This design comes from an exercise in tuning for small area, a short achievable clock period and few clock cycles on the open sky130 flow, not from production work. The RTL was checked by simulation tests, not by an equivalence proof against the original design.

==> flow/design.v <==
`timescale 1ns / 1ps
`default_nettype none
package sarpd_pkg;
	localparam logic [2:0] OP_SET     = 3'd0;
	localparam logic [2:0] OP_OPEN    = 3'd1;
	localparam logic [2:0] OP_CLOSE   = 3'd2;
	localparam logic [2:0] OP_RAMP    = 3'd3;
	localparam logic [2:0] OP_DISABLE = 3'd4;
	localparam logic [2:0] OP_ENABLE  = 3'd5;
	localparam logic [2:0] REG_MIN_PULSE  = 3'd0;
	localparam logic [2:0] REG_PULSE_SPAN = 3'd1;
	localparam logic [2:0] REG_MAX_ANGLE  = 3'd2;
	localparam logic [2:0] REG_CLOSED     = 3'd3;
	localparam logic [2:0] REG_OPEN       = 3'd4;
	localparam logic [2:0] REG_PERIOD     = 3'd5;
	localparam logic [1:0] DOOR_CLOSED  = 2'd0;
	localparam logic [1:0] DOOR_OPEN    = 2'd1;
	localparam logic [1:0] DOOR_UNKNOWN = 2'd2;
	localparam int unsigned DOOR_TOL = 5;
	typedef struct packed {
		logic [2:0]  operation;
		logic [9:0]  angle;
		logic [15:0] ramp_ms;
	} cmd_t;
	typedef struct packed {
		logic [12:0] duty_cmp;
		logic [9:0]  angle_now;
		logic [1:0]  door_state;
		logic        enabled;
		logic        status;
		logic [10:0] hold_ms;
		logic        last;
	} res_t;
endpackage
`default_nettype wire
`timescale 1ns / 1ps
`default_nettype none
import sarpd_pkg::*;
module servo_angle_ramp_pwm_duty_top (
	input  wire logic        clk,
	input  wire logic        arst_n,
	input  wire logic        cmd_valid,
	output logic             cmd_ready,
	input  sarpd_pkg::cmd_t  cmd,
	output logic             res_valid,
	input  wire logic        res_ready,
	output sarpd_pkg::res_t  res,
	input  wire logic        cfg_we,
	input  wire logic [2:0]  cfg_index,
	input  wire logic [15:0] cfg_data
);
	localparam logic [1:0] K_MOVE = 2'd0;
	localparam logic [1:0] K_DIS  = 2'd1;
	localparam logic [1:0] K_EN   = 2'd2;
	localparam logic [1:0] K_NOP  = 2'd3;
	localparam logic [383:0] STEP25 = 384'h9a59238a183ffbdf3beb9e37db5d33cb1c2fbadb2baa9a279a59238a18185d65544d24503ce34c2ca2481c61440c2040;
	localparam logic [895:0] STEP50 = 896'h9b325ca93223c68b121c28303ffefbf3dfaf3e3bf6ebd39f2e3c37eedbb35ead3a33e6cb931e2c382fdebb72ddab362bd6ab529d2a3427ce9b325ca93223c68b121c283018b05eb96ac56a94a84e992a446890a03e78e9c3668c982e58a9426488901e3868c16284880e182840608080;
	localparam logic [1:0] G_IDLE = 2'd0;
	localparam logic [1:0] G_WAIT = 2'd1;
	localparam logic [1:0] G_RUN  = 2'd2;
	logic [11:0] min_q;
	logic [11:0] span_q;
	logic [9:0]  max_q;
	logic [9:0]  closed_q;
	logic [9:0]  open_q;
	logic [15:0] per_q;
	logic [15:0] per_eff;
	assign per_eff = (per_q == 16'd0) ? 16'd1 : per_q;
	always_ff @(posedge clk or negedge arst_n) begin
		if (!arst_n) begin
			min_q    <= 12'd500;
			span_q   <= 12'd2000;
			max_q    <= 10'd180;
			closed_q <= 10'd0;
			open_q   <= 10'd90;
			per_q    <= 16'd20000;
		end else if (cfg_we) begin
			case (cfg_index)
				REG_MIN_PULSE:  min_q    <= cfg_data[11:0];
				REG_PULSE_SPAN: span_q   <= cfg_data[11:0];
				REG_MAX_ANGLE:  max_q    <= cfg_data[9:0];
				REG_CLOSED:     closed_q <= cfg_data[9:0];
				REG_OPEN:       open_q   <= cfg_data[9:0];
				REG_PERIOD:     per_q    <= cfg_data;
				default:        ;
			endcase
		end
	end
	logic [31:0] s_q;
	logic [9:0]  srem_q;
	logic [4:0]  s_cnt;
	logic        s_load;
	logic        s_ok;
	logic [31:0] s_nq;
	logic [9:0]  s_nr;
	always_comb begin
		logic [10:0] r2;
		s_nq = s_q;
		s_nr = srem_q;
		for (int k = 0; k < 2; k++) begin
			r2   = {s_nr, s_nq[31]};
			s_nq = {s_nq[30:0], 1'b0};
			if (r2 >= {1'b0, max_q}) begin
				r2      = r2 - {1'b0, max_q};
				s_nq[0] = 1'b1;
			end
			s_nr = r2[9:0];
		end
	end
	always_ff @(posedge clk or negedge arst_n) begin
		if (!arst_n) begin
			s_load <= 1'b1;
			s_ok   <= 1'b0;
			s_cnt  <= '0;
		end else if (cfg_we && (cfg_index == REG_PULSE_SPAN || cfg_index == REG_MAX_ANGLE)) begin
			s_load <= 1'b1;
			s_ok   <= 1'b0;
		end else if (s_load) begin
			s_load <= 1'b0;
			s_cnt  <= 5'd16;
		end else if (s_cnt != 5'd0) begin
			s_cnt <= s_cnt - 5'd1;
			if (s_cnt == 5'd1)
				s_ok <= 1'b1;
		end
	end
	always_ff @(posedge clk) begin
		if (s_load) begin
			s_q    <= {span_q, 10'd0, max_q};
			srem_q <= '0;
		end else if (s_cnt != 5'd0) begin
			s_q    <= s_nq;
			srem_q <= s_nr;
		end
	end
	logic [27:0] t_q;
	logic [15:0] trem_q;
	logic [17:0] p3_q;
	logic [3:0]  t_cnt;
	logic        t_load;
	logic        t_ok;
	logic [3:0]  lm1_q;
	logic [3:0]  msb;
	logic [15:0] t_rinit;
	logic [27:0] t_ninit;
	logic [17:0] t_r4;
	logic [18:0] t_d1, t_d2, t_d3;
	logic [1:0]  t_dig;
	logic [15:0] t_nr;
	always_comb begin
		msb = 4'd0;
		for (int b = 0; b < 16; b++)
			if (per_eff[b])
				msb = 4'(b);
	end
	always_comb begin
		t_rinit = (msb == 4'd15) ? 16'd16382 : (16'd8191 >> (4'd14 - msb));
		for (int j = 0; j < 28; j++)
			t_ninit[j] = ((j < 16) ? per_eff[j % 16] : 1'b0) |
				((5'(j) >= 5'd14 + {1'b0, msb}) && (6'(j) <= 6'd26 + {2'b0, msb}));
	end
	assign t_r4 = {trem_q, t_q[27:26]};
	assign t_d1 = {1'b0, t_r4} - {3'd0, per_eff};
	assign t_d2 = {1'b0, t_r4} - {2'd0, per_eff, 1'b0};
	assign t_d3 = {1'b0, t_r4} - {1'b0, p3_q};
	always_comb begin
		if (!t_d3[18]) begin
			t_dig = 2'd3;
			t_nr  = t_d3[15:0];
		end else if (!t_d2[18]) begin
			t_dig = 2'd2;
			t_nr  = t_d2[15:0];
		end else if (!t_d1[18]) begin
			t_dig = 2'd1;
			t_nr  = t_d1[15:0];
		end else begin
			t_dig = 2'd0;
			t_nr  = t_r4[15:0];
		end
	end
	always_ff @(posedge clk or negedge arst_n) begin
		if (!arst_n) begin
			t_load <= 1'b1;
			t_ok   <= 1'b0;
			t_cnt  <= '0;
		end else if (cfg_we && cfg_index == REG_PERIOD) begin
			t_load <= 1'b1;
			t_ok   <= 1'b0;
		end else if (t_load) begin
			t_load <= 1'b0;
			t_cnt  <= 4'd14;
		end else if (t_cnt != 4'd0) begin
			t_cnt <= t_cnt - 4'd1;
			if (t_cnt == 4'd1)
				t_ok <= 1'b1;
		end
	end
	always_ff @(posedge clk) begin
		if (t_load) begin
			t_q    <= t_ninit;
			trem_q <= t_rinit;
			lm1_q  <= msb;
			p3_q   <= {2'd0, per_eff} + {1'b0, per_eff, 1'b0};
		end else if (t_cnt != 4'd0) begin
			t_q    <= {t_q[25:0], t_dig};
			trem_q <= t_nr;
		end
	end
	logic        vI, vM, vC;
	logic [1:0]  kI, kM, kC;
	logic [9:0]  aI, aM, aC;
	logic        lastI, lastM, lastC;
	logic        rpI, rpM, rpC;
	logic [12:0] pulseM;
	logic        rejC;
	logic [1:0]  doorC;
	logic [25:0] pr2C;       
	logic [4:0]  aqM;        
	logic [5:0]  arM;        
	logic [9:0]  a_pred;     
	logic [4:0]  sq_q;       
	logic [5:0]  sr_q;       
	logic [1:0]  gen_q;
	logic [9:0]  tgt_q;
	logic [15:0] rms_q;
	logic        tv_q;       
	logic [4:0]  tq_q;       
	logic [5:0]  tr_q;       
	logic [9:0]  p_q;
	logic [5:0]  r_q;
	logic [5:0]  i_q;
	logic [5:0]  dq_q;
	logic [5:0]  dr_q;
	logic [5:0]  dc_q;       
	logic [4:0]  hrem_q;
	logic [5:0]  hhi_q;
	logic [5:0]  hlo_q;
	logic [10:0] hold_q;
	logic        adv;
	logic        sk_v;
	logic [32:0] prod1;
	logic        rej_m;
	logic        kill;
	logic [1:0]  door_m;
	logic [39:0] prod2;
	logic [12:0] duty_c;
	assign adv = !sk_v
		&& !(vI && kI == K_MOVE && !s_ok)
		&& !(vM && kM == K_MOVE && !t_ok);
	assign cmd_ready = (gen_q == G_IDLE) && adv;
	assign prod1   = {23'd0, aI} * {1'b0, s_q} + {1'b0, min_q, 20'd0};
	assign rej_m   = ({3'd0, pulseM} > per_eff);
	assign kill    = vM && kM == K_MOVE && rpM && rej_m;
	always_comb begin
		if ({1'b0, aM} <= {1'b0, closed_q} + 11'd5)
			door_m = DOOR_CLOSED;
		else if ({1'b0, aM} + 11'd5 >= {1'b0, open_q})
			door_m = DOOR_OPEN;
		else
			door_m = DOOR_UNKNOWN;
	end
	assign prod2  = {27'd0, pulseM} * {13'd0, t_q[26:0]};
	assign duty_c = 13'(pr2C >> lm1_q);
	logic [4:0]  h1_r;
	logic [5:0]  h1_q;
	logic [4:0]  h2_r;
	logic [4:0]  h2_q;
	always_comb begin
		logic [5:0] st;
		h1_r = {1'b0, rms_q[15:12]};
		for (int k = 0; k < 6; k++) begin
			st = STEP25[6 * {h1_r, rms_q[11 - k]} +: 6];
			h1_q[5 - k] = st[5];
			h1_r = st[4:0];
		end
		h2_r = hrem_q;
		for (int k = 0; k < 5; k++) begin
			st = STEP25[6 * {h2_r, hlo_q[5 - k]} +: 6];
			h2_q[4 - k] = st[5];
			h2_r = st[4:0];
		end
	end
	always_ff @(posedge clk) begin
		if (adv) begin
			hrem_q <= h1_r;
			hhi_q  <= h1_q;
			hlo_q  <= rms_q[5:0];
			hold_q <= {hhi_q, h2_q};
		end
	end
	logic [15:0] tq_m, aq_m;
	logic [4:0]  tq_c, aq_c;
	logic [5:0]  tr_c, ar_c;
	assign tq_m = {6'd0, tgt_q} * 16'd41;
	assign tq_c = tq_m[15:11];
	assign tr_c = 6'(tgt_q[5:0] - 6'(tq_c * 6'd50));
	assign aq_m = {6'd0, aI} * 16'd41;
	assign aq_c = aq_m[15:11];
	assign ar_c = 6'(aI[5:0] - 6'(aq_c * 6'd50));
	always_ff @(posedge clk) begin
		tq_q <= tq_c;
		tr_q <= tr_c;
	end
	logic       m_move;
	logic [9:0] s_ang;
	logic [4:0] s_q50;
	logic [5:0] s_r50;
	logic [6:0] d_r;
	logic [5:0] d_q;
	logic [5:0] d_rr;
	assign m_move = vM && kM == K_MOVE;
	assign s_ang  = m_move ? aM : a_pred;
	assign s_q50  = m_move ? aqM : sq_q;
	assign s_r50  = m_move ? arM : sr_q;
	assign d_r    = {1'b0, tr_q} - {1'b0, s_r50};
	assign d_q    = {1'b0, tq_q} - {1'b0, s_q50} - {5'd0, d_r[6]};
	assign d_rr   = d_r[6] ? 6'(d_r + 7'd50) : d_r[5:0];
	logic        r_c;
	logic [5:0]  r_next;
	logic [9:0]  p_a, p_b, p_next, a_next;
	assign r_c    = (r_q >= dc_q);
	assign r_next = r_c ? (r_q - dc_q) : (r_q + dr_q);
	assign p_a    = 10'(p_q + {{4{dq_q[5]}}, dq_q});
	assign p_b    = 10'(p_q + {{4{dq_q[5]}}, dq_q} + 10'd1);
	assign p_next = r_c ? p_b : p_a;
	assign a_next = r_c ? ((p_b > max_q) ? max_q : p_b) : ((p_a > max_q) ? max_q : p_a);
	logic [9:0] src_angle;
	always_comb begin
		case (cmd.operation)
			OP_OPEN:  src_angle = open_q;
			OP_CLOSE: src_angle = closed_q;
			default:  src_angle = cmd.angle;
		endcase
	end
	logic setup_ok;
	assign setup_ok = (gen_q == G_WAIT) && tv_q && !(vI && kI == K_MOVE) && !(m_move && rej_m);
	always_ff @(posedge clk or negedge arst_n) begin
		if (!arst_n) begin
			vI     <= 1'b0;
			vM     <= 1'b0;
			vC     <= 1'b0;
			gen_q  <= G_IDLE;
			a_pred <= '0;
			sq_q   <= '0;
			sr_q   <= '0;
			tv_q   <= 1'b0;
		end else begin
			tv_q <= (gen_q == G_WAIT);
			if (adv) begin
				vC <= vM;
				vM <= vI && !(kill && rpI);
				if (m_move && !rej_m) begin
					a_pred <= aM;
					sq_q   <= aqM;
					sr_q   <= arM;
				end
				vI <= 1'b0;
				case (gen_q)
					G_IDLE: begin
						if (cmd_valid) begin
							if (cmd.operation == OP_RAMP)
								gen_q <= G_WAIT;
							else
								vI <= 1'b1;
						end
					end
					G_WAIT: begin
						if (setup_ok) begin
							vI <= 1'b1;
							if (tgt_q == s_ang)
								gen_q <= G_IDLE;
							else
								gen_q <= G_RUN;
						end
					end
					G_RUN: begin
						if (kill) begin
							gen_q <= G_IDLE;
						end else begin
							vI <= 1'b1;
							if (i_q == 6'd50)
								gen_q <= G_IDLE;
						end
					end
					default: gen_q <= G_IDLE;
				endcase
			end
		end
	end
	always_ff @(posedge clk) begin
		if (adv) begin
			kC     <= kM;
			aC     <= aM;
			doorC  <= door_m;
			rejC   <= (kM == K_MOVE) && rej_m;
			lastC  <= lastM || ((kM == K_MOVE) && rej_m);
			rpC    <= rpM;
			pr2C   <= prod2[39:14];
			kM     <= kI;
			aM     <= aI;
			pulseM <= prod1[32:20];
			aqM    <= aq_c;
			arM    <= ar_c;
			lastM  <= lastI;
			rpM    <= rpI;
			case (gen_q)
				G_IDLE: begin
					if (cmd_valid) begin
						case (cmd.operation)
							OP_SET, OP_OPEN, OP_CLOSE: kI <= K_MOVE;
							OP_DISABLE:                kI <= K_DIS;
							OP_ENABLE:                 kI <= K_EN;
							default:                   kI <= K_NOP;
						endcase
						aI    <= (src_angle > max_q) ? max_q : src_angle;
						lastI <= 1'b1;
						rpI   <= 1'b0;
						tgt_q <= (cmd.angle > max_q) ? max_q : cmd.angle;
						rms_q <= cmd.ramp_ms;
					end
				end
				G_WAIT: begin
					kI    <= (tgt_q == s_ang) ? K_NOP : K_MOVE;
					aI    <= (s_ang > max_q) ? max_q : s_ang;
					lastI <= (tgt_q == s_ang);
					rpI   <= (tgt_q != s_ang);
					p_q   <= s_ang;
					r_q   <= 6'd25;
					i_q   <= 6'd1;
					dq_q  <= d_q;
					dr_q  <= d_rr;
					dc_q  <= 6'd50 - d_rr;
				end
				G_RUN: begin
					kI    <= K_MOVE;
					aI    <= a_next;
					lastI <= (i_q == 6'd50);
					rpI   <= 1'b1;
					p_q   <= p_next;
					r_q   <= r_next;
					i_q   <= i_q + 6'd1;
				end
				default: ;
			endcase
		end
	end
	sarpd_pkg::res_t res_q;
	logic            res_valid_q;
	sarpd_pkg::res_t res_new;
	sarpd_pkg::res_t sk_q;
	logic            commit;
	logic            res_free;
	always_comb begin
		res_new = res_q;
		res_new.status  = 1'b0;
		res_new.hold_ms = 11'd0;
		res_new.last    = 1'b1;
		case (kC)
			K_MOVE: begin
				if (rejC) begin
					res_new.status = 1'b1;
				end else begin
					res_new.duty_cmp   = duty_c;
					res_new.angle_now  = aC;
					res_new.door_state = doorC;
					res_new.enabled    = 1'b1;
					res_new.hold_ms    = (rpC && !lastC) ? hold_q : 11'd0;
					res_new.last       = lastC;
				end
			end
			K_DIS: begin
				res_new.duty_cmp = 13'd0;
				res_new.enabled  = 1'b0;
			end
			K_EN: begin
				res_new.enabled = 1'b1;
			end
			default: ;
		endcase
	end
	assign commit   = adv && vC;
	assign res_free = (!res_valid_q || res_ready) && !(cmd_valid && cmd_ready && res_ready);
	always_ff @(posedge clk or negedge arst_n) begin
		if (!arst_n) begin
			res_q       <= '0;
			res_valid_q <= 1'b0;
			sk_v        <= 1'b0;
		end else begin
			if (res_free && (sk_v || commit)) begin
				res_q       <= sk_v ? sk_q : res_new;
				res_valid_q <= 1'b1;
				sk_v        <= 1'b0;
			end else begin
				if (res_ready)
					res_valid_q <= 1'b0;
				if (commit)
					sk_v <= 1'b1;
			end
		end
	end
	always_ff @(posedge clk) begin
		if (commit)
			sk_q <= res_new;
	end
	assign res_valid = res_valid_q;
	assign res       = res_q;
endmodule
`default_nettype wire
==> flow/run.sh <==
#!/bin/bash
# synth_recipe.tcl (not shown) runs the flow's synth.tcl, then flattens the netlist and writes it again
# the make line also repeats each setting of config.mk as NAME=value (left out here)
make -C /OpenROAD-flow-scripts/flow DESIGN_CONFIG=/design/flow/config.mk WORK_HOME=/design/flow/orfs CLKGATE_MAP_FILE= SYNTH_SCRIPT=/design/flow/synth_recipe.tcl finish
==> flow/config.mk <==
export PLATFORM = sky130hd
export DESIGN_NAME = servo_angle_ramp_pwm_duty_top
export DESIGN_NICKNAME = servo_angle_ramp_pwm_duty_top
export VERILOG_FILES = /design/flow/design.v
export SDC_FILE = /design/flow/constraint.sdc
export NUM_CORES = 4
export LEC_CHECK = 0
export CAP_MARGIN = 20
export CORE_MARGIN = 2
export CORE_UTILIZATION = 40
export SLEW_MARGIN = 20
==> flow/constraint.sdc <==
create_clock -name core_clock -period 8.0 [get_ports {clk}]
set_input_delay 1.6000 -clock core_clock [delete_from_list [all_inputs] [get_ports {clk}]]
set_output_delay 1.6000 -clock core_clock [all_outputs]
set_load 0.01 [all_outputs]
==> flow_summary_export.csv, run 1 <==
group,metric,value,unit
synthesis,synth_compound_area_share,12.5,%
grt,grt_max_degree,89,
floorplanning,die-width,366,µm
clock_tree,cts_made_buffers,58,
critical_path,path_cells,"nand2_1 -> fa_1 -> fa_1 -> fa_1 -> inv_1 -> fa_1 -> inv_1 -> fa_1 -> inv_1 -> ha_1 -> nand4_1 -> inv_1 -> nand4_1 -> o211a_1 -> o21ai_0 -> a32o_1 -> nand3_1 -> a31o_2 -> a31o_2 -> o21ai_0 -> xnor2_1",
floorplanning,die-area,134000,µm²
critical_path,r2r_slack,1220,ps
cells_and_area,num-fill-cells,12500,
clock_tree,cts_setup_buffers,0,
placement,hpwlAfterDp,105,mm
sta,maxSlewHeadroom,25.8,%
grt,grt.total_usage,20.9,%
critical_path,crit_buf_inv,4,
critical_path,r2r-start,"pulseM[6]",
min_path,holdCritStartpoint,"hhi_q[3]",
floorplanning,num_rows,132,
routing,drc_errors,0,
routing,vias,38900,
grt,grt-ovfl-total,0,
critical_path,critPathSlowestCell,"edfxtp_1",
synthesis,yosysUniqueCellTypes,105,
sta,timing.fmax,147,MHz
synthesis,synth_flop_cell,"edfxtp_1",
grt,grt_pass1_wl,221,mm
routing,first_pass_iters,6,
min_path,holdPathEnd,"hold_q[8]",
sta,setup_viol,0,
synthesis,synth_seq_area_share,26.3,%
clock_tree,tritoncts,"yes",
status,status,"no timing/DRC/antenna violations",
sta,final.period_utilization,84.8,%
synthesis,synth-async-reset-ratio,30.4,%
critical_path,required,8390,ps
clock_tree,clockBufferDepth,3,
cells_and_area,layout-drive-gt1-share,5.97,%
synthesis,yosys.area_share.simple,14.5,%
critical_path,crit_family,"adder cells",
grt,busiest_layer,"met2",
sta,final_hold_viol_count,0,
critical_path,worstSetupStartpoint,"pulseM[6]",
cells_and_area,layout.nets,6605,
clock_tree,htreeDepth,2,
critical_path,cp-end-kind,"flip-flop",
placement,port_buffers,92,
synthesis,synthAdderAreaFrac,31.8,%
synthesis,synth_top_family_by_area,"adder cells",
sta,fin_skew,29.1,ps
synthesis,yosysTopAreaCellShare,19.6,%
synthesis,netlist_area,52300,µm²
routing,vias_per_cell,5.31,
placement,placed_area,55000,µm²
critical_path,worstPathArrival,7170,ps
placement,gp_congestion,0.903,
synthesis,synth_edf_count,312,
synthesis,synthCells,5550,
min_path,min_path_type,"flip-flop to flip-flop",
sta,grt_setup_unrepaired,"no",
synthesis,syn_avg_cell_area,9.42,µm²
grt,grt_pass1_vias,39700,
routing,totalWireLength,137,mm
critical_path,max_stage_delay,870,ps
sta,slew_violations,0,
routing,wl_per_cell,18.7,µm
sta,worst_pin_slew,1110,ps
synthesis,synthMuxAreaShare,3.64,%
min_path,hold_depth,0,
grt,use_met1,28.5,%
clock_tree,hold_buffers,0,
floorplanning,coreArea,130000,µm²
clock_tree,clk_latency,650,ps
synthesis,synth_area_leaders,"fa_1 (20%), edfxtp_1 (18%), ha_1 (12%), inv_1 (5.9%), dfrtp_1 (5.9%)",
clock_tree,path_clk_slew,60,ps
floorplanning,die_height,366,µm
flow_run,max-cap-violations,0,
routing,ant_nets,0,
critical_path,reg2reg_to,"pr2C[24]",
clock_tree,cts_root_buffer,"clkbuf_16",
clock_tree,cts_resized,0,
sta,fin_tns_setup,0,ps
grt,grt_util_met3,2.02,%
grt,antenna_found_initial,5,
synthesis,synth_fp_nets,6626,
critical_path,cp-start-kind,"flip-flop",
critical_path,r2r_cells,21,
synthesis,yosysTopAreaCell,"fa_1",
routing,drtIter0Drc,2796,
cells_and_area,final_cell_area,57000,µm²
clock_tree,clock_sinks,493,
synthesis,yosysWarnings,1,
synthesis,synth_seq_cells,493,
cells_and_area,area_delta_synth_final,8.89,%
critical_path,critPathMaxFanout,19,
floorplanning,boundaryPins,94,
critical_path,crit_type,"flip-flop to flip-flop",
synthesis,synthXorXnorAreaFrac,3.43,%
sta,setup_ws,1220,ps
grt,use_met2,35.2,%
floorplanning,start_util,40.3,%
critical_path,cp_common_cell,"fa_1",
sta,min_period,6780,ps
placement,post-place-ws,1170,ps
-- worst max-delay path by stage --
stage	slack, ps	cells after the start	end
6_report	1220	21	pr2C[24]
3_3_place_gp	1210	21	pr2C[24]
4_1_cts	1160	21	pr2C[24]
3_5_place_dp	1170	21	pr2C[24]
5_1_grt	810	27	srem_q[5]
2_1_floorplan	1780	24	pr2C[19]
-- area by class of cell --
cell class / count / area, µm² / share of cell area (%)
Timing Repair Buffer: 154 / 1390 / 2.43
Sequential cell: 493 / 13800 / 24.2
Clock inverter: 33 / 329 / 0.578
Tap cell: 1742 / 2180 / 3.83
Multi-Input combinational cell: 3990 / 34600 / 60.7
Clock buffer: 77 / 1580 / 2.78
Inverter: 832 / 3120 / 5.48
Antenna cell: 3 / 7.51 / 0.0132
-- Yosys cell counts, types with 36 or more instances --
cell type / number
a21o_1: 79
a21oi_1: 222
and2_1: 283
clkbuf_1: 214
dfrtp_1: 123
edfxtp_1: 312
fa_1: 513
ha_1: 510
inv_1: 825
mux2_2: 68
mux2i_1: 85
nand2_1: 766
nand2b_1: 45
nand3_1: 69
nor2_1: 212
nor2b_1: 58
o211ai_1: 36
o21a_1: 51
o21ai_0: 254
xnor2_1: 124
xor2_1: 81
-- metal layers --
layer  up-vias  share of wire [%]
li1      18400                  -
met3       208                4.5
met5         -                  0
met1     19400                 45
met2       914                 47
met4         0                3.1
-- worst reg2reg max path, delay by kind of cell, from the launching register on --
kind,cells,cell delay (ps)
fa+ha+maj,6,2870
compound gates,6,1870
flops,1,870
simple gates,4,600
buf+inv,4,220
xor+xnor,1,90
-- layout by cell type, fill, tap and decap left out, types with 12 or more instances in the layout --
cell / synthesis / layout
a211oi_1: 32 / 32
a21boi_0: 21 / 21
a21o_1: 79 / 79
a21oi_1: 222 / 222
a22oi_1: 13 / 13
a31oi_1: 26 / 26
and2_1: 283 / 282
and3_1: 21 / 20
buf_4: 3 / 61
clkbuf_1: 214 / 14
clkbuf_16: 0 / 59
clkdlybuf4s50_1: 0 / 91
dfrtp_1: 123 / 122
dfstp_2: 27 / 27
dfxtp_1: 31 / 31
edfxtp_1: 312 / 312
fa_1: 513 / 513
ha_1: 510 / 510
inv_1: 825 / 825
mux2_2: 68 / 68
mux2i_1: 85 / 85
mux4_2: 12 / 12
nand2_1: 766 / 765
nand2b_1: 45 / 45
nand3_1: 69 / 69
nand4_1: 35 / 35
nor2_1: 212 / 211
nor2b_1: 58 / 58
nor3_1: 35 / 33
o211ai_1: 36 / 36
o21a_1: 51 / 51
o21ai_0: 254 / 254
o21bai_1: 23 / 23
o22a_1: 13 / 13
o22ai_1: 24 / 24
o31ai_1: 23 / 23
or3_1: 21 / 21
xnor2_1: 124 / 124
xor2_1: 81 / 81
-- kinds of logic after synthesis --
kind of cell | count (synthesis)
buffers and inverters | 1067
adders and majority gates | 1023
and+or+nand+nor | 1610
AOI/OAI and AO/OA | 986
muxes | 166
DFF | 493
xor gates and xnor gates | 205
-- sequential cells by signal, indices dropped and copies added (netlist names), 11 cells and up --
register and count:
min_q 12, t_q 28, trem_q 16, s_q 32, res_q 39, sk_q 39, rms_q 15, hold_q 11
per_q 16, p3_q 18, span_q 12, pr2C 26, pulseM 13
-- per-stage QoR --
step	cells	utilization, %	hold WS [ps]
3_3_place_gp	7210	42.4	402
4_1_cts	7320	43.9	419
2_1_floorplan	5550	-	400
6_report	7324	43.9	412
5_1_grt	7323	43.9	426
3_5_place_dp	7210	42.4	407
Testbench counts, summed over its fixed seeds: cycles 18,665.
==> run 2, diff against run 1 <==
--- a/flow/design.v
+++ b/flow/design.v
@@ -54,6 +54,4 @@
 	localparam logic [1:0] K_EN   = 2'd2;
 	localparam logic [1:0] K_NOP  = 2'd3;
-	localparam logic [383:0] STEP25 = 384'h9a59238a183ffbdf3beb9e37db5d33cb1c2fbadb2baa9a279a59238a18185d65544d24503ce34c2ca2481c61440c2040;
-	localparam logic [895:0] STEP50 = 896'h9b325ca93223c68b121c28303ffefbf3dfaf3e3bf6ebd39f2e3c37eedbb35ead3a33e6cb931e2c382fdebb72ddab362bd6ab529d2a3427ce9b325ca93223c68b121c283018b05eb96ac56a94a84e992a446890a03e78e9c3668c982e58a9426488901e3868c16284880e182840608080;
 	localparam logic [1:0] G_IDLE = 2'd0;
 	localparam logic [1:0] G_WAIT = 2'd1;
@@ -89,5 +87,5 @@
 	logic [31:0] s_q;
 	logic [9:0]  srem_q;
-	logic [4:0]  s_cnt;
+	logic [5:0]  s_cnt;
 	logic        s_load;
 	logic        s_ok;
@@ -98,5 +96,5 @@
 		s_nq = s_q;
 		s_nr = srem_q;
-		for (int k = 0; k < 2; k++) begin
+		for (int k = 0; k < 1; k++) begin
 			r2   = {s_nr, s_nq[31]};
 			s_nq = {s_nq[30:0], 1'b0};
@@ -118,8 +116,8 @@
 		end else if (s_load) begin
 			s_load <= 1'b0;
-			s_cnt  <= 5'd16;
-		end else if (s_cnt != 5'd0) begin
-			s_cnt <= s_cnt - 5'd1;
-			if (s_cnt == 5'd1)
+			s_cnt  <= 6'd32;
+		end else if (s_cnt != 6'd0) begin
+			s_cnt <= s_cnt - 6'd1;
+			if (s_cnt == 6'd1)
 				s_ok <= 1'b1;
 		end
@@ -129,5 +127,5 @@
 			s_q    <= {span_q, 10'd0, max_q};
 			srem_q <= '0;
-		end else if (s_cnt != 5'd0) begin
+		end else if (s_cnt != 6'd0) begin
 			s_q    <= s_nq;
 			srem_q <= s_nr;
@@ -136,6 +134,5 @@
 	logic [27:0] t_q;
 	logic [15:0] trem_q;
-	logic [17:0] p3_q;
-	logic [3:0]  t_cnt;
+	logic [4:0]  t_cnt;
 	logic        t_load;
 	logic        t_ok;
@@ -144,8 +141,6 @@
 	logic [15:0] t_rinit;
 	logic [27:0] t_ninit;
-	logic [17:0] t_r4;
-	logic [18:0] t_d1, t_d2, t_d3;
-	logic [1:0]  t_dig;
-	logic [15:0] t_nr;
+	logic [16:0] t_r2;
+	logic [17:0] t_d;
 	always_comb begin
 		msb = 4'd0;
@@ -160,23 +155,6 @@
 				((5'(j) >= 5'd14 + {1'b0, msb}) && (6'(j) <= 6'd26 + {2'b0, msb}));
 	end
-	assign t_r4 = {trem_q, t_q[27:26]};
-	assign t_d1 = {1'b0, t_r4} - {3'd0, per_eff};
-	assign t_d2 = {1'b0, t_r4} - {2'd0, per_eff, 1'b0};
-	assign t_d3 = {1'b0, t_r4} - {1'b0, p3_q};
-	always_comb begin
-		if (!t_d3[18]) begin
-			t_dig = 2'd3;
-			t_nr  = t_d3[15:0];
-		end else if (!t_d2[18]) begin
-			t_dig = 2'd2;
-			t_nr  = t_d2[15:0];
-		end else if (!t_d1[18]) begin
-			t_dig = 2'd1;
-			t_nr  = t_d1[15:0];
-		end else begin
-			t_dig = 2'd0;
-			t_nr  = t_r4[15:0];
-		end
-	end
+	assign t_r2 = {trem_q, t_q[27]};
+	assign t_d  = {1'b0, t_r2} - {2'd0, per_eff};
 	always_ff @(posedge clk or negedge arst_n) begin
 		if (!arst_n) begin
@@ -189,8 +167,8 @@
 		end else if (t_load) begin
 			t_load <= 1'b0;
-			t_cnt  <= 4'd14;
-		end else if (t_cnt != 4'd0) begin
-			t_cnt <= t_cnt - 4'd1;
-			if (t_cnt == 4'd1)
+			t_cnt  <= 5'd28;
+		end else if (t_cnt != 5'd0) begin
+			t_cnt <= t_cnt - 5'd1;
+			if (t_cnt == 5'd1)
 				t_ok <= 1'b1;
 		end
@@ -201,8 +179,7 @@
 			trem_q <= t_rinit;
 			lm1_q  <= msb;
-			p3_q   <= {2'd0, per_eff} + {1'b0, per_eff, 1'b0};
-		end else if (t_cnt != 4'd0) begin
-			t_q    <= {t_q[25:0], t_dig};
-			trem_q <= t_nr;
+		end else if (t_cnt != 5'd0) begin
+			t_q    <= {t_q[26:0], !t_d[17]};
+			trem_q <= t_d[17] ? t_r2[15:0] : t_d[15:0];
 		end
 	end
@@ -223,5 +200,4 @@
 	logic [1:0]  gen_q;
 	logic [9:0]  tgt_q;
-	logic [15:0] rms_q;
 	logic        tv_q;       
 	logic [4:0]  tq_q;       
@@ -233,7 +209,7 @@
 	logic [5:0]  dr_q;
 	logic [5:0]  dc_q;       
+	logic [11:0] hx_q;       
 	logic [4:0]  hrem_q;
-	logic [5:0]  hhi_q;
-	logic [5:0]  hlo_q;
+	logic [1:0]  hcnt_q;
 	logic [10:0] hold_q;
 	logic        adv;
@@ -252,8 +228,11 @@
 	assign rej_m   = ({3'd0, pulseM} > per_eff);
 	assign kill    = vM && kM == K_MOVE && rpM && rej_m;
+	logic signed [10:0] dcl, dop;
+	assign dcl = $signed({1'b0, aM}) - $signed({1'b0, closed_q});
+	assign dop = $signed({1'b0, aM}) - $signed({1'b0, open_q});
 	always_comb begin
-		if ({1'b0, aM} <= {1'b0, closed_q} + 11'd5)
+		if (dcl <= 11'sd5)
 			door_m = DOOR_CLOSED;
-		else if ({1'b0, aM} + 11'd5 >= {1'b0, open_q})
+		else if (dop >= -11'sd5)
 			door_m = DOOR_OPEN;
 		else
@@ -262,29 +241,38 @@
 	assign prod2  = {27'd0, pulseM} * {13'd0, t_q[26:0]};
 	assign duty_c = 13'(pr2C >> lm1_q);
-	logic [4:0]  h1_r;
-	logic [5:0]  h1_q;
-	logic [4:0]  h2_r;
-	logic [4:0]  h2_q;
+	logic [3:0]  h_q4;
+	logic [4:0]  h_r;
 	always_comb begin
-		logic [5:0] st;
-		h1_r = {1'b0, rms_q[15:12]};
-		for (int k = 0; k < 6; k++) begin
-			st = STEP25[6 * {h1_r, rms_q[11 - k]} +: 6];
-			h1_q[5 - k] = st[5];
-			h1_r = st[4:0];
+		logic [5:0] r2;
+		h_r = hrem_q;
+		for (int k = 0; k < 4; k++) begin
+			r2 = {h_r, hx_q[11 - k]};
+			h_q4[3 - k] = (r2 >= 6'd25);
+			if (r2 >= 6'd25)
+				r2 = r2 - 6'd25;
+			h_r = r2[4:0];
 		end
-		h2_r = hrem_q;
-		for (int k = 0; k < 5; k++) begin
-			st = STEP25[6 * {h2_r, hlo_q[5 - k]} +: 6];
-			h2_q[4 - k] = st[5];
-			h2_r = st[4:0];
+	end
+	always_ff @(posedge clk or negedge arst_n) begin
+		if (!arst_n) begin
+			hcnt_q <= 2'd0;
+		end else if (adv) begin
+			if (gen_q == G_IDLE && cmd_valid && cmd.operation == OP_RAMP)
+				hcnt_q <= 2'd3;
+			else if (hcnt_q != 2'd0)
+				hcnt_q <= hcnt_q - 2'd1;
 		end
 	end
 	always_ff @(posedge clk) begin
 		if (adv) begin
-			hrem_q <= h1_r;
-			hhi_q  <= h1_q;
-			hlo_q  <= rms_q[5:0];
-			hold_q <= {hhi_q, h2_q};
+			if (gen_q == G_IDLE && cmd_valid && cmd.operation == OP_RAMP) begin
+				hx_q   <= cmd.ramp_ms[12:1];
+				hrem_q <= {2'd0, cmd.ramp_ms[15:13]};
+			end else if (hcnt_q != 2'd0) begin
+				hx_q   <= {hx_q[7:0], h_q4};
+				hrem_q <= h_r;
+				if (hcnt_q == 2'd1)
+					hold_q <= {hx_q[6:0], h_q4};
+			end
 		end
 	end
@@ -417,5 +405,4 @@
 						rpI   <= 1'b0;
 						tgt_q <= (cmd.angle > max_q) ? max_q : cmd.angle;
-						rms_q <= cmd.ramp_ms;
 					end
 				end
--- a/flow/config.mk
+++ b/flow/config.mk
@@ -9,3 +9,4 @@
 export CORE_MARGIN = 2
 export CORE_UTILIZATION = 40
+export SETUP_SLACK_MARGIN = 1.0
 export SLEW_MARGIN = 20
==> flow_summary_export.csv, run 2 <==
group,metric,value,unit
cells_and_area,reg.largest.list,"res_q (39), sk_q (39), s_q (32)",
floorplanning,die-width,347,µm
floorplanning,die-area,120000,µm²
sta,maxSlewHeadroom,30.9,%
critical_path,critPathMaxFanout,17,
synthesis,synth_most_common_cell,"inv_1",
cells_and_area,layout-drive-gt1-share,7.27,%
floorplanning,num_rows,125,
synthesis,yosysTopAreaCell,"fa_1",
routing,totalWireLength,122,mm
flow_run,max-cap-violations,0,
sta,setup_viol,0,
sta,final.period_utilization,84.3,%
synthesis,yosysUniqueCellTypes,90,
routing,first_pass_iters,5,
grt,grt_pass1_vias,35100,
sta,fin_skew,32.3,ps
synthesis,yosysTopAreaCellShare,21.8,%
routing,vias,34200,
cells_and_area,antenna_cells,0,
critical_path,crit_type,"flip-flop to flip-flop",
cells_and_area,num-fill-cells,11200,
critical_path,cp-start-kind,"flip-flop",
routing,vias_per_cell,5.23,
min_path,hold_depth,0,
clock_tree,clk_latency,650,ps
synthesis,yosys-top-cells-count,"inv_1 (760), nand2_1 (721), fa_1 (511)",
routing,wl_per_cell,18.6,µm
clock_tree,tritoncts,"yes",
routing,ant_nets,0,
synthesis,netlist_area,47000,µm²
sta,timing.fmax,148,MHz
routing,drtIter0Drc,2239,
clock_tree,path_clk_slew,70,ps
sta,worst_pin_slew,1030,ps
grt,grt_max_degree,116,
placement,port_buffers,92,
synthesis,synth_seq_cells,465,
clock_tree,htreeDepth,2,
sta,fin_tns_setup,0,ps
synthesis,syn_avg_cell_area,9.56,µm²
status,status,"no timing/DRC/antenna violations",
placement,hpwlAfterDp,92.0,mm
cells_and_area,final_core_util,44.7,%
placement,gp_congestion,0.905,
synthesis,synthCells,4914,
routing,drc_errors,0,
sta,final_hold_viol_count,0,
critical_path,worstPathArrival,7140,ps
grt,antenna_found_initial,2,
synthesis,synth_edf_count,280,
min_path,min_path_type,"flip-flop to flip-flop",
cells_and_area,layout_common_cells,"inv_1 (759), nand2_1 (720), fa_1 (511)",
clock_tree,clock_sinks,465,
clock_tree,clockBufferDepth,3,
synthesis,synth-async-reset-ratio,33.1,%
grt,grt-ovfl-total,0,
sta,holdWs,443,ps
floorplanning,coreArea,116000,µm²
clock_tree,cts_root_buffer,"clkbuf_16",
synthesis,synth_fp_nets,5880,
clock_tree,cts_made_buffers,56,
sta,min_period,6740,ps
clock_tree,hold_buffers,0,
sta,grt_setup_unrepaired,"yes",
cells_and_area,layout.nets,5927,
cells_and_area,final_common_cell,"inv_1",
synthesis,yosysWarnings,1,
floorplanning,start_util,40.4,%
cells_and_area,area_delta_synth_final,10.8,%
critical_path,r2r_cells,24,
sta,slew_violations,0,
synthesis,synth_flop_cell,"edfxtp_1",
grt,grt_pass1_wl,196,mm
floorplanning,die_height,347,µm
critical_path,required,8400,ps
critical_path,cp-end-kind,"flip-flop",
synthesis,synth_area_leaders,"fa_1 (22%), edfxtp_1 (18%), ha_1 (11%), dfrtp_1 (6.8%), inv_1 (6.1%)",
grt,grt.total_usage,20.5,%
placement,placed_area,49600,µm²
synthesis,synth_seq_area_share,27.5,%
floorplanning,boundaryPins,94,
cells_and_area,final_cell_area,52000,µm²
run 2: cell count changes in the layout (fill, tap and decap cells not counted), moves of 28 or more:
| cell | delta |
|---|---|
| edfxtp_1 | -32 |
| ha_1 | -108 |
| inv_1 | -66 |
| nand3_1 | -28 |
| buf_4 | +40 |
| nand2_1 | -45 |
| a21oi_1 | -38 |
run 2: metal layers:
layer / part of all wire (%) / global-route usage (%) / wire (µm) / vias to the layer above
li1: - / - / - / 16100
met1: 46 / 28.6 / 55700 / 17200
met2: 47 / 33.8 / 57100 / 749
met3: 5.0 / 2.58 / 6110 / 150
met4: 2.3 / 5.04 / 2850 / 0
met5: 0 / 0 / 0 / -
run 2: worst paths after layout:
kind                       slack [ps]  startpoint   endpoint
setup / recovery                 1260   pulseM[2]   pr2C[22]
hold / removal                    440       kI[0]      kM[0]
setup reg to reg                 1260   pulseM[2]   pr2C[22]
hold reg to reg                   440       kI[0]      kM[0]
max in group asynchronous        5960      arst_n       sk_v
min in group asynchronous         880      arst_n  per_q[15]
run 2: area by class of cell:
class	count	area (µm²)	share of cell area, %
sequential	465	12900	24.8
tap	1524	1910	3.67
inverter	766	2880	5.53
multi-input combinational	3471	30500	58.6
clock inverter	29	430	0.828
clock buffer	77	1550	2.98
timing repair buffer	201	1830	3.52
run 2: timing repair:
item                                    in CTS  in global routing
resized for setup                            3                  5
pin swaps                                    0                  2
buffers inserted                             6                 33
endpoints found under the setup margin       9                 13
run 2: critical path: stages, from the launching register on:
cell and delay (ps):
edfxtp_1 420, buf_4 230, and2_1 190, fa_1 490, inv_1 60, fa_1 530
inv_1 50, fa_1 500, fa_1 500, inv_1 50, fa_1 530, inv_1 40
ha_1 370, a2111oi_4 400, buf_4 180, nand2b_1 50, a211oi_1 210, buf_4 190
a2111oi_2 60, a311o_1 420, nor2b_1 160, a211oi_1 340, o21ai_0 220, a21oi_1 210
xnor2_1 80
run 2: cells by family after synthesis:
kind of cell	Yosys count	share of synthesized area [%]
compound gates	748	10.0
buf+inv	978	7.84
simple gates	1455	14.5
mux	181	4.34
flops	465	27.5
fa+ha+maj	913	32.5
xor+xnor	174	3.29
run 2: through the flow:
stage	setup WS [ps]	instances
6_report	1260	6533
5_1_grt	990	6533
4_1_cts	1020	6500
3_5_place_dp	749	6388
3_3_place_gp	805	6388
2_1_floorplan	1580	4914
Testbench counts of run 2, summed over its fixed seeds: cycles 19,177.
==> run 3, diff against run 2 <==
--- a/flow/config.mk
+++ b/flow/config.mk
@@ -9,4 +9,3 @@
 export CORE_MARGIN = 2
 export CORE_UTILIZATION = 40
-export SETUP_SLACK_MARGIN = 1.0
 export SLEW_MARGIN = 20
==> flow_summary_export.csv, run 3 <==
group,metric,value,unit
cells_and_area,area_delta_synth_final,9.90,%
sta,min_period,7230,ps
critical_path,required,8370,ps
clock_tree,tritoncts,"yes",
critical_path,crit_type,"flip-flop to flip-flop",
synthesis,synth_fp_nets,5880,
grt,grt-ovfl-total,0,
routing,vias_per_cell,5.24,
status,status,"no timing/DRC/antenna violations",
synthesis,yosysTopAreaCell,"fa_1",
routing,vias,34000,
synthesis,yosysUniqueCellTypes,90,
synthesis,yosys-top-cells-count,"inv_1 (760), nand2_1 (721), fa_1 (511)",
synthesis,synth_seq_cells,465,
critical_path,worstSetupStartpoint,"pulseM[3]",
critical_path,critPathSlowestCell,"edfxtp_1",
synthesis,yosysTopAreaCellShare,21.8,%
critical_path,max_stage_delay,690,ps
critical_path,critPathMaxFanout,15,
clock_tree,cts_made_buffers,56,
grt,antenna_found_initial,1,
critical_path,r2r-start,"pulseM[3]",
placement,port_buffers,92,
floorplanning,coreArea,116000,µm²
routing,wl_per_cell,18.7,µm
grt,grt_pass1_vias,35100,
sta,worst_pin_slew,1130,ps
critical_path,path_cells,"buf_4 -> nand2_1 -> fa_1 -> inv_1 -> fa_1 -> fa_1 -> fa_1 -> inv_1 -> fa_1 -> inv_1 -> ha_1 -> a2111oi_0 -> buf_4 -> nand2b_1 -> a211oi_1 -> buf_4 -> a211oi_1 -> and3_1 -> o41a_1 -> a31oi_1 -> a21boi_0 -> a311o_1",
sta,timing.fmax,138,MHz
min_path,holdCritStartpoint,"kI[0]",
cells_and_area,layout_common_cells,"inv_1 (759), nand2_1 (720), fa_1 (511)",
synthesis,synth_seq_area_share,27.5,%
sta,grt_setup_unrepaired,"no",
floorplanning,die-width,347,µm
min_path,min_path_type,"flip-flop to flip-flop",
synthesis,synth_area_leaders,"fa_1 (22%), edfxtp_1 (18%), ha_1 (11%), dfrtp_1 (6.8%), inv_1 (6.1%)",
routing,drc_errors,0,
synthesis,synth_flop_cell,"edfxtp_1",
critical_path,cp-end-kind,"flip-flop",
floorplanning,start_util,40.4,%
sta,final.period_utilization,90.4,%
sta,setup_viol,0,
floorplanning,num_rows,125,
grt,grt.total_usage,20.4,%
clock_tree,clock_sinks,465,
floorplanning,boundaryPins,94,
clock_tree,hold_buffers,0,
critical_path,cp-start-kind,"flip-flop",
floorplanning,die-area,120000,µm²
placement,hpwlAfterDp,92.0,mm
sta,slew_violations,0,
routing,drtIter0Drc,2275,
sta,fin_tns_setup,0,ps
cells_and_area,reg.largest.list,"res_q (39), sk_q (39), s_q (32)",
routing,ant_nets,0,
clock_tree,path_clk_slew,70,ps
clock_tree,clk_latency,650,ps
critical_path,crit_buf_inv,6,
synthesis,yosysWarnings,1,
synthesis,synth_most_common_cell,"inv_1",
cells_and_area,final_common_cell,"inv_1",
clock_tree,clockBufferDepth,3,
synthesis,synthCells,4914,
routing,first_pass_iters,7,
floorplanning,die_height,347,µm
synthesis,netlist_area,47000,µm²
synthesis,syn_avg_cell_area,9.56,µm²
critical_path,worstPathArrival,7600,ps
synthesis,synth-async-reset-ratio,33.1,%
sta,maxSlewHeadroom,24.9,%
sta,final_hold_viol_count,0,
clock_tree,htreeDepth,2,
synthesis,synth_edf_count,280,
critical_path,cp_common_cell,"fa_1",
grt,grt_pass1_wl,196,mm
placement,gp_congestion,0.905,
critical_path,crit_family,"adder cells",
grt,grt_max_degree,116,
flow_run,max-cap-violations,0,
clock_tree,cts_root_buffer,"clkbuf_16",
clock_tree,cts_resized,0,
cells_and_area,layout.nets,5888,
sta,fin_skew,32.4,ps
cells_and_area,layout-drive-gt1-share,6.46,%
routing,totalWireLength,121,mm
clock_tree,cts_setup_buffers,0,
[run 3: cell counts after synthesis]
Identical to the previous run, type by type.
[run 3: layout make-up]
| class | instances | area [µm²] |
|---|---|---|
| Multi-Input combinational cell | 3471 | 30500 |
| Fill cell | 11200 | 64800 |
| Clock inverter | 29 | 430 |
| Clock buffer | 77 | 1550 |
| Inverter | 766 | 2880 |
| Antenna cell | 1 | 2.50 |
| Sequential cell | 465 | 12900 |
| Tap cell | 1524 | 1910 |
| Timing Repair Buffer | 162 | 1460 |
[run 3: cells by family after synthesis]
family | share of synthesized area (%)
and+or+nand+nor | 14.5
xor gates and xnor gates | 3.29
AOI/OAI and AO/OA | 10.0
muxes | 4.34
adders and majority gates | 32.5
buffers and inverters | 7.84
DFF | 27.5
[run 3: metal layers]
metal	share of wire (%)	up-vias	GRT usage, %
met5	0	-	0
met3	5.0	135	2.58
met4	2.1	0	4.92
met1	46	17100	28.6
met2	47	734	33.8
li1	-	16100	-
[run 3: worst paths after layout]
kind                       cells after the start         to  slack (ps)
min reg2reg                                    0      kM[0]         440
min                                            0      kM[0]         440
max reg2reg                                   22   pr2C[25]         770
min in group asynchronous                      1  per_q[15]         880
max                                           22   pr2C[25]         770
max in group asynchronous                      2       sk_v        5950
[run 3: metrics by stage]
| stage | worst slack, ps | hold slack [ps] | utilization [%] | instances | instance area [µm²] |
|---|---|---|---|---|---|
| floorplan | 1580 | 400 | - | 4914 | 47000 |
| global placement | 805 | 440 | 42.6 | 6388 | 49600 |
| detailed placement | 749 | 427 | 42.6 | 6388 | 49600 |
| CTS | 718 | 447 | 44.3 | 6494 | 51600 |
| global route | 284 | 454 | 44.3 | 6494 | 51600 |
| finish | 769 | 444 | 44.3 | 6495 | 51600 |
==> run 4, diff against run 3 <==
--- a/flow/design.v
+++ b/flow/design.v
@@ -306,5 +306,6 @@
 	logic        r_c;
 	logic [5:0]  r_next;
-	logic [9:0]  p_a, p_b, p_next, a_next;
+	logic [9:0]  p_a, p_b, p_next;
+	logic [9:0]  a_raw, a_clamp;
 	assign r_c    = (r_q >= dc_q);
 	assign r_next = r_c ? (r_q - dc_q) : (r_q + dr_q);
@@ -312,5 +313,4 @@
 	assign p_b    = 10'(p_q + {{4{dq_q[5]}}, dq_q} + 10'd1);
 	assign p_next = r_c ? p_b : p_a;
-	assign a_next = r_c ? ((p_b > max_q) ? max_q : p_b) : ((p_a > max_q) ? max_q : p_a);
 	logic [9:0] src_angle;
 	always_comb begin
@@ -321,4 +321,12 @@
 		endcase
 	end
+	always_comb begin
+		case (gen_q)
+			G_IDLE:  a_raw = src_angle;
+			G_WAIT:  a_raw = s_ang;
+			default: a_raw = p_next;
+		endcase
+	end
+	assign a_clamp = (a_raw > max_q) ? max_q : a_raw;
 	logic setup_ok;
 	assign setup_ok = (gen_q == G_WAIT) && tv_q && !(vI && kI == K_MOVE) && !(m_move && rej_m);
@@ -401,5 +409,5 @@
 							default:                   kI <= K_NOP;
 						endcase
-						aI    <= (src_angle > max_q) ? max_q : src_angle;
+						aI    <= a_clamp;
 						lastI <= 1'b1;
 						rpI   <= 1'b0;
@@ -409,5 +417,5 @@
 				G_WAIT: begin
 					kI    <= (tgt_q == s_ang) ? K_NOP : K_MOVE;
-					aI    <= (s_ang > max_q) ? max_q : s_ang;
+					aI    <= a_clamp;
 					lastI <= (tgt_q == s_ang);
 					rpI   <= (tgt_q != s_ang);
@@ -421,5 +429,5 @@
 				G_RUN: begin
 					kI    <= K_MOVE;
-					aI    <= a_next;
+					aI    <= a_clamp;
 					lastI <= (i_q == 6'd50);
 					rpI   <= 1'b1;
--- a/flow/config.mk
+++ b/flow/config.mk
@@ -9,3 +9,4 @@
 export CORE_MARGIN = 2
 export CORE_UTILIZATION = 40
+export SETUP_SLACK_MARGIN = 2.5
 export SLEW_MARGIN = 20
==> flow_summary_export.csv, run 4 <==
group,metric,value,unit
cells_and_area,num-fill-cells,10600,
routing,totalWireLength,120,mm
clock_tree,htreeDepth,2,
sta,timing.fmax,156,MHz
clock_tree,tritoncts,"yes",
cells_and_area,reg.largest.list,"res_q (39), sk_q (39), s_q (32)",
sta,fin_tns_setup,0,ps
cells_and_area,layout-drive-gt1-share,12.7,%
synthesis,yosysTopAreaCellShare,22.2,%
floorplanning,die-area,118000,µm²
clock_tree,hold_buffers,0,
critical_path,cp-start-kind,"flip-flop",
synthesis,synth_fp_nets,5725,
routing,vias_per_cell,5.17,
synthesis,syn_avg_cell_area,9.62,µm²
sta,final.period_utilization,80.1,%
routing,drtIter0Drc,2234,
synthesis,synth_seq_area_share,28.0,%
clock_tree,cts_made_buffers,56,
floorplanning,die_height,344,µm
cells_and_area,layout.nets,5898,
critical_path,max_stage_delay,560,ps
grt,grt-ovfl-total,0,
routing,drc_errors,0,
clock_tree,clk_latency,650,ps
synthesis,yosysWarnings,1,
cells_and_area,area_delta_synth_final,15.7,%
synthesis,synth_seq_cells,465,
synthesis,netlist_area,46100,µm²
clock_tree,clockBufferDepth,3,
clock_tree,path_clk_slew,70,ps
status,status,"no timing/DRC/antenna violations",
placement,hpwlAfterDp,87.8,mm
sta,slew_violations,0,
synthesis,yosys-top-cells-count,"nand2_1 (740), inv_1 (738), fa_1 (511)",
sta,holdWs,417,ps
critical_path,worstPathArrival,6770,ps
synthesis,synth-async-reset-ratio,33.1,%
floorplanning,die-width,344,µm
floorplanning,coreArea,114000,µm²
floorplanning,start_util,40.3,%
floorplanning,boundaryPins,94,
synthesis,yosysTopAreaCell,"fa_1",
synthesis,synth_flop_cell,"edfxtp_1",
sta,maxSlewHeadroom,31.6,%
sta,final_hold_viol_count,0,
flow_run,max-cap-violations,0,
cells_and_area,layout_common_cells,"nand2_1 (730), inv_1 (724), fa_1 (496)",
routing,vias,33700,
critical_path,required,8360,ps
routing,wl_per_cell,18.3,µm
min_path,min_path_type,"flip-flop to flip-flop",
clock_tree,cts_root_buffer,"clkbuf_16",
critical_path,path_cells,"buf_8 -> and2_1 -> fa_1 -> fa_1 -> fa_1 -> fa_1 -> inv_1 -> fa_1 -> inv_1 -> ha_2 -> or4_4 -> a221o_1 -> a311o_2 -> a221oi_4 -> buf_6 -> o21ai_4 -> o41a_1 -> a41o_1 -> a21oi_2 -> xnor2_1",
grt,grt_max_degree,80,
floorplanning,num_rows,124,
synthesis,yosysUniqueCellTypes,97,
clock_tree,clock_sinks,465,
synthesis,synth_edf_count,280,
critical_path,cp_common_cell,"fa_1",
sta,grt_setup_unrepaired,"yes",
sta,setup_viol,0,
critical_path,critPathMaxFanout,5,
synthesis,synth_most_common_cell,"nand2_1",
sta,fin_skew,35.6,ps
grt,grt_pass1_vias,34900,
placement,dp_cells,6231,
synthesis,synthCells,4792,
sta,worst_pin_slew,1020,ps
critical_path,critPathSlowestCell,"fa_1",
grt,antenna_found_initial,7,
routing,ant_nets,0,
critical_path,crit_type,"flip-flop to flip-flop",
placement,gp_congestion,0.874,
cells_and_area,final_common_cell,"nand2_1",
sta,min_period,6410,ps
placement,port_buffers,92,
grt,grt_pass1_wl,194,mm
grt,grt.total_usage,20.6,%
cells_and_area,multiInputGateArea,30500,µm²
cells_and_area,seq_area,12900,µm²
critical_path,cp-end-kind,"flip-flop",
cells_and_area,final_core_util,46.6,%
routing,first_pass_iters,7,
cells_and_area,final_cells,6529,
synthesis,synth_area_leaders,"fa_1 (22%), edfxtp_1 (18%), ha_1 (10%), dfrtp_1 (6.9%), nand2_1 (6.0%)",
## run 4: cell types whose count changed after synthesis, sizes merged, moves of 23 or more
cell	change
o21ai	-35
a21oi	-33
ha	-33
nor2	-26
and2	+24
inv	-23
## run 4: final timing paths
check,start,end,slack (ps),cells after the start
setup reg to reg,aI[8],pulseM[12],1590,20
hold / removal,lastI,lastM,420,0
min in group asynchronous,arst_n,res_q[29],1040,1
setup / recovery,aI[8],pulseM[12],1590,20
hold reg to reg,lastI,lastM,420,0
max in group asynchronous,arst_n,sk_v,5730,2
## run 4: cell families after synthesis
group | after synthesis | share of synthesized area, %
compound gates | 671 | 9.52
buf+inv | 960 | 7.83
mux | 161 | 3.97
xor+xnor | 163 | 3.13
fa+ha+maj | 880 | 32.2
simple gates | 1492 | 15.3
flops | 465 | 28.0
## run 4: critical path, delay by kind of cell (launching register included)
kind                     cells  cell delay, ps
AO/OA/AOI/OAI                7            1770
XOR/XNOR                     1              80
adder cells (fa/ha/maj)      6            2580
buffers and inverters        4             460
flip-flops                   1             540
AND/OR/NAND/NOR              2             670
## run 4: metal layers
layer	global-route usage [%]	wire length, µm	up-vias
met4	5.57	3480	2
met3	2.32	5800	184
met1	27.8	52400	16900
met2	35.0	58000	693
li1	-	-	15900
met5	0	15	-
## run 4: timing repair
item | CTS | global route
cloned | 4 | 2
pin swaps | 113 | 66
resized for setup | 124 | 55
setup buffers | 153 | 27
setup endpoints to repair | 60 | 61
## run 4: stage by stage
| step | area (µm²) | worst slack [ps] |
|---|---|---|
| 4_1_cts | 52800 | 1510 |
| 3_3_place_gp | 48700 | 916 |
| 6_report | 53300 | 1590 |
| 3_5_place_dp | 48700 | 816 |
| 2_1_floorplan | 46400 | 1930 |
| 5_1_grt | 53300 | 1380 |
## run 4: area by class of cell
class / count / share of cell area (%)
clock inverters: 32 / 0.882
flip-flops and latches: 465 / 24.2
clock buffers: 74 / 2.85
multi-input cells: 3367 / 57.1
diodes: 4 / 0.0188
inverters: 739 / 5.23
well taps: 1512 / 3.55
repair buffers: 336 / 6.14
Testbench counts of run 4, summed over its fixed seeds: cycles 19,177.
==> run 5, diff against run 4 <==
--- a/flow/config.mk
+++ b/flow/config.mk
@@ -9,4 +9,4 @@
 export CORE_MARGIN = 2
 export CORE_UTILIZATION = 40
-export SETUP_SLACK_MARGIN = 2.5
+export SETUP_SLACK_MARGIN = 1.5
 export SLEW_MARGIN = 20
==> flow_summary_export.csv, run 5 <==
group,metric,value,unit
status,status,"no timing/DRC/antenna violations",
floorplanning,coreArea,114000,µm²
cells_and_area,multiInputGateArea,29800,µm²
synthesis,netlist_area,46100,µm²
floorplanning,die-width,344,µm
clock_tree,clk_latency,620,ps
cells_and_area,antenna_cells,0,
floorplanning,num_rows,124,
routing,totalWireLength,117,mm
floorplanning,die-area,118000,µm²
clock_tree,cts_made_buffers,54,
clock_tree,clockBufferDepth,3,
sta,final_hold_viol_count,0,
routing,wl_per_cell,18.2,µm
grt,grt_pass1_wl,189,mm
placement,gp_congestion,0.880,
synthesis,synthCells,4792,
routing,drtIter0Drc,2029,
min_path,min_path_type,"flip-flop to flip-flop",
sta,setup_viol,0,
synthesis,synth_fp_nets,5725,
critical_path,required,8360,ps
placement,hpwlAfterDp,87.3,mm
grt,grt.total_usage,20.1,%
clock_tree,htreeDepth,2,
sta,slew_violations,0,
synthesis,synth-async-reset-ratio,33.1,%
synthesis,yosysTopAreaCellShare,22.2,%
critical_path,worstPathArrival,6810,ps
sta,timing.fmax,155,MHz
synthesis,yosysTopAreaCell,"fa_1",
cells_and_area,layout-drive-gt1-share,8.70,%
clock_tree,hold_buffers,0,
cells_and_area,reg.largest.list,"res_q (39), sk_q (39), s_q (32)",
critical_path,critPathMaxFanout,4,
floorplanning,start_util,40.3,%
clock_tree,clock_sinks,465,
placement,port_buffers,92,
routing,first_pass_iters,6,
sta,fin_tns_setup,0,ps
clock_tree,path_clk_slew,60,ps
synthesis,synth_seq_cells,465,
synthesis,synth_area_leaders,"fa_1 (22%), edfxtp_1 (18%), ha_1 (10%), dfrtp_1 (6.9%), nand2_1 (6.0%)",
routing,ant_nets,0,
synthesis,synth_flop_cell,"edfxtp_1",
synthesis,synthXorXnorAreaFrac,3.13,%
synthesis,syn_avg_cell_area,9.62,µm²
sta,final.period_utilization,80.6,%
sta,worst_pin_slew,1100,ps
floorplanning,boundaryPins,94,
critical_path,r2r_slack,1550,ps
routing,drc_errors,0,
sta,min_period,6450,ps
routing,vias,33300,
synthesis,synth_top_family_by_area,"adder cells",
synthesis,synthMuxAreaShare,3.97,%
sta,fin_skew,18.4,ps
floorplanning,die_height,344,µm
synthesis,synth_seq_area_share,28.0,%
grt,grt_max_degree,123,
synthesis,synth_most_common_cell,"nand2_1",
clock_tree,cts_root_buffer,"clkbuf_16",
synthesis,synth_edf_count,280,
synthesis,yosysWarnings,1,
synthesis,synthAdderAreaFrac,32.2,%
flow_run,max-cap-violations,0,
cells_and_area,layout_common_cells,"nand2_1 (736), inv_1 (734), fa_1 (507)",
cells_and_area,area_delta_synth_final,11.7,%
sta,holdWs,424,ps
synthesis,yosysUniqueCellTypes,97,
grt,grt_pass1_vias,34100,
grt,antenna_found_initial,4,
cells_and_area,layout.nets,5795,
critical_path,cp-end-kind,"flip-flop",
cells_and_area,seq_area,12900,µm²
synthesis,yosys-top-cells-count,"nand2_1 (740), inv_1 (738), fa_1 (511)",
grt,grt-ovfl-total,0,
cells_and_area,num-fill-cells,10800,
critical_path,cp-start-kind,"flip-flop",
synthesis,synth_compound_area_share,9.52,%
critical_path,crit_type,"flip-flop to flip-flop",
sta,maxSlewHeadroom,26.7,%
clock_tree,tritoncts,"yes",
cells_and_area,final_common_cell,"nand2_1",
routing,vias_per_cell,5.18,
sta,grt_setup_unrepaired,"yes",
synthesis,yosys.area_share.simple,15.3,%
-- run 5: repair_timing --
action	CTS	global route
endpoints found under the setup margin	19	17
gates cloned	1	0
gates resized for setup	38	29
pin swaps	24	13
buffers inserted	70	16
-- run 5: path summary, 6_finish.rpt --
| path | from | to | cells past startpoint |
|---|---|---|---|
| max | aI[4] | pulseM[12] | 20 |
| min | lastI | lastM | 0 |
| max reg2reg | aI[4] | pulseM[12] | 20 |
| min reg2reg | lastI | lastM | 0 |
| max in group asynchronous | arst_n | sk_v | 2 |
| min in group asynchronous | arst_n | per_q[7] | 1 |
-- run 5: worst max-delay path, stage by stage, from the launching register on --
cell and delay [ps]:
edfxtp_1 540, buf_6 190, and2_4 150, fa_1 500, fa_1 580, fa_1 440, fa_1 510, inv_2 40
fa_1 530, inv_1 50, ha_2 170, or4_1 510, a221o_1 260, a311o_2 380, a221oi_2 230, buf_4 190
o21ai_4 80, o41a_1 380, a41o_1 240, a21oi_2 140, xnor2_1 70
-- run 5: layout make-up --
| type | count | area share (%) |
|---|---|---|
| multi-input cells | 3367 | 57.8 |
| flip-flops and latches | 465 | 25.1 |
| inverters | 739 | 5.39 |
| repair buffers | 235 | 4.47 |
| well taps | 1512 | 3.67 |
| clock buffers | 73 | 2.96 |
| clock inverters | 29 | 0.612 |
-- run 5: metal layers --
| layer | global-route usage, % | wire (µm) | up-vias | share of wire, % |
|---|---|---|---|---|
| met2 | 34.0 | 55800 | 688 | 48 |
| met5 | 0 | 41 | - | 0.035 |
| met1 | 27.3 | 52000 | 16700 | 45 |
| li1 | - | - | 15700 | - |
| met3 | 2.53 | 5660 | 155 | 4.9 |
| met4 | 5.02 | 2960 | 6 | 2.5 |
-- run 5: cells by family after synthesis --
| group | after synthesis |
|---|---|
| simple gates | 1492 |
| compound gates | 671 |
| fa+ha+maj | 880 |
| buf+inv | 960 |
| flops | 465 |
| mux | 161 |
| xor+xnor | 163 |
-- run 5: per-stage QoR --
stage,worst slack [ps],instance area [µm²],cells,utilization [%]
2_1_floorplan,1500,46100,4792,-
3_5_place_dp,880,48600,6231,42.5
5_1_grt,1300,51500,6420,45.1
6_report,1550,51500,6420,45.1
4_1_cts,1460,51300,6404,44.8
3_3_place_gp,963,48600,6230,42.5

-- separate check: timing with driven ports --
The flow's constraints put no driver on any port. The routed layouts listed below were extracted and timed again, unchanged, in two steps.
Step 1 assumes that a clkbuf_16 drives the clock port and a buf_2 every other input.
Step 2 moves the port delays by t, midway between the first and last clock arrival at a register: inputs arrive t later, outputs are due t later. That takes back most of the time a late clock gives input paths.
Three values: ideal ports, drivers, drivers and shift; two values: the first two.
run | shift t [ns] | slack for setup (ns) | worst setup path at the end | latest minus earliest clock arrival (ns) | worst register clock-pin slew, ns
run 1 | 0.706 | 1.217 / 1.217 / 1.217 | register to register | 0.032 / 0.031 | 0.07 / 0.07
run 2 | 0.706 | 1.257 / 1.257 / 1.257 | register to register | 0.033 / 0.032 | 0.07 / 0.07
run 3 | 0.708 | 0.769 / 0.769 / 0.769 | register to register | 0.032 / 0.033 | 0.07 / 0.07
run 4 | 0.694 | 1.591 / 1.591 / 1.591 | register to register | 0.037 / 0.037 | 0.07 / 0.07
run 5 | 0.683 | 1.548 / 1.548 / 1.548 | register to register | 0.019 / 0.020 | 0.07 / 0.07
After both steps setup and hold are still met in every run listed.
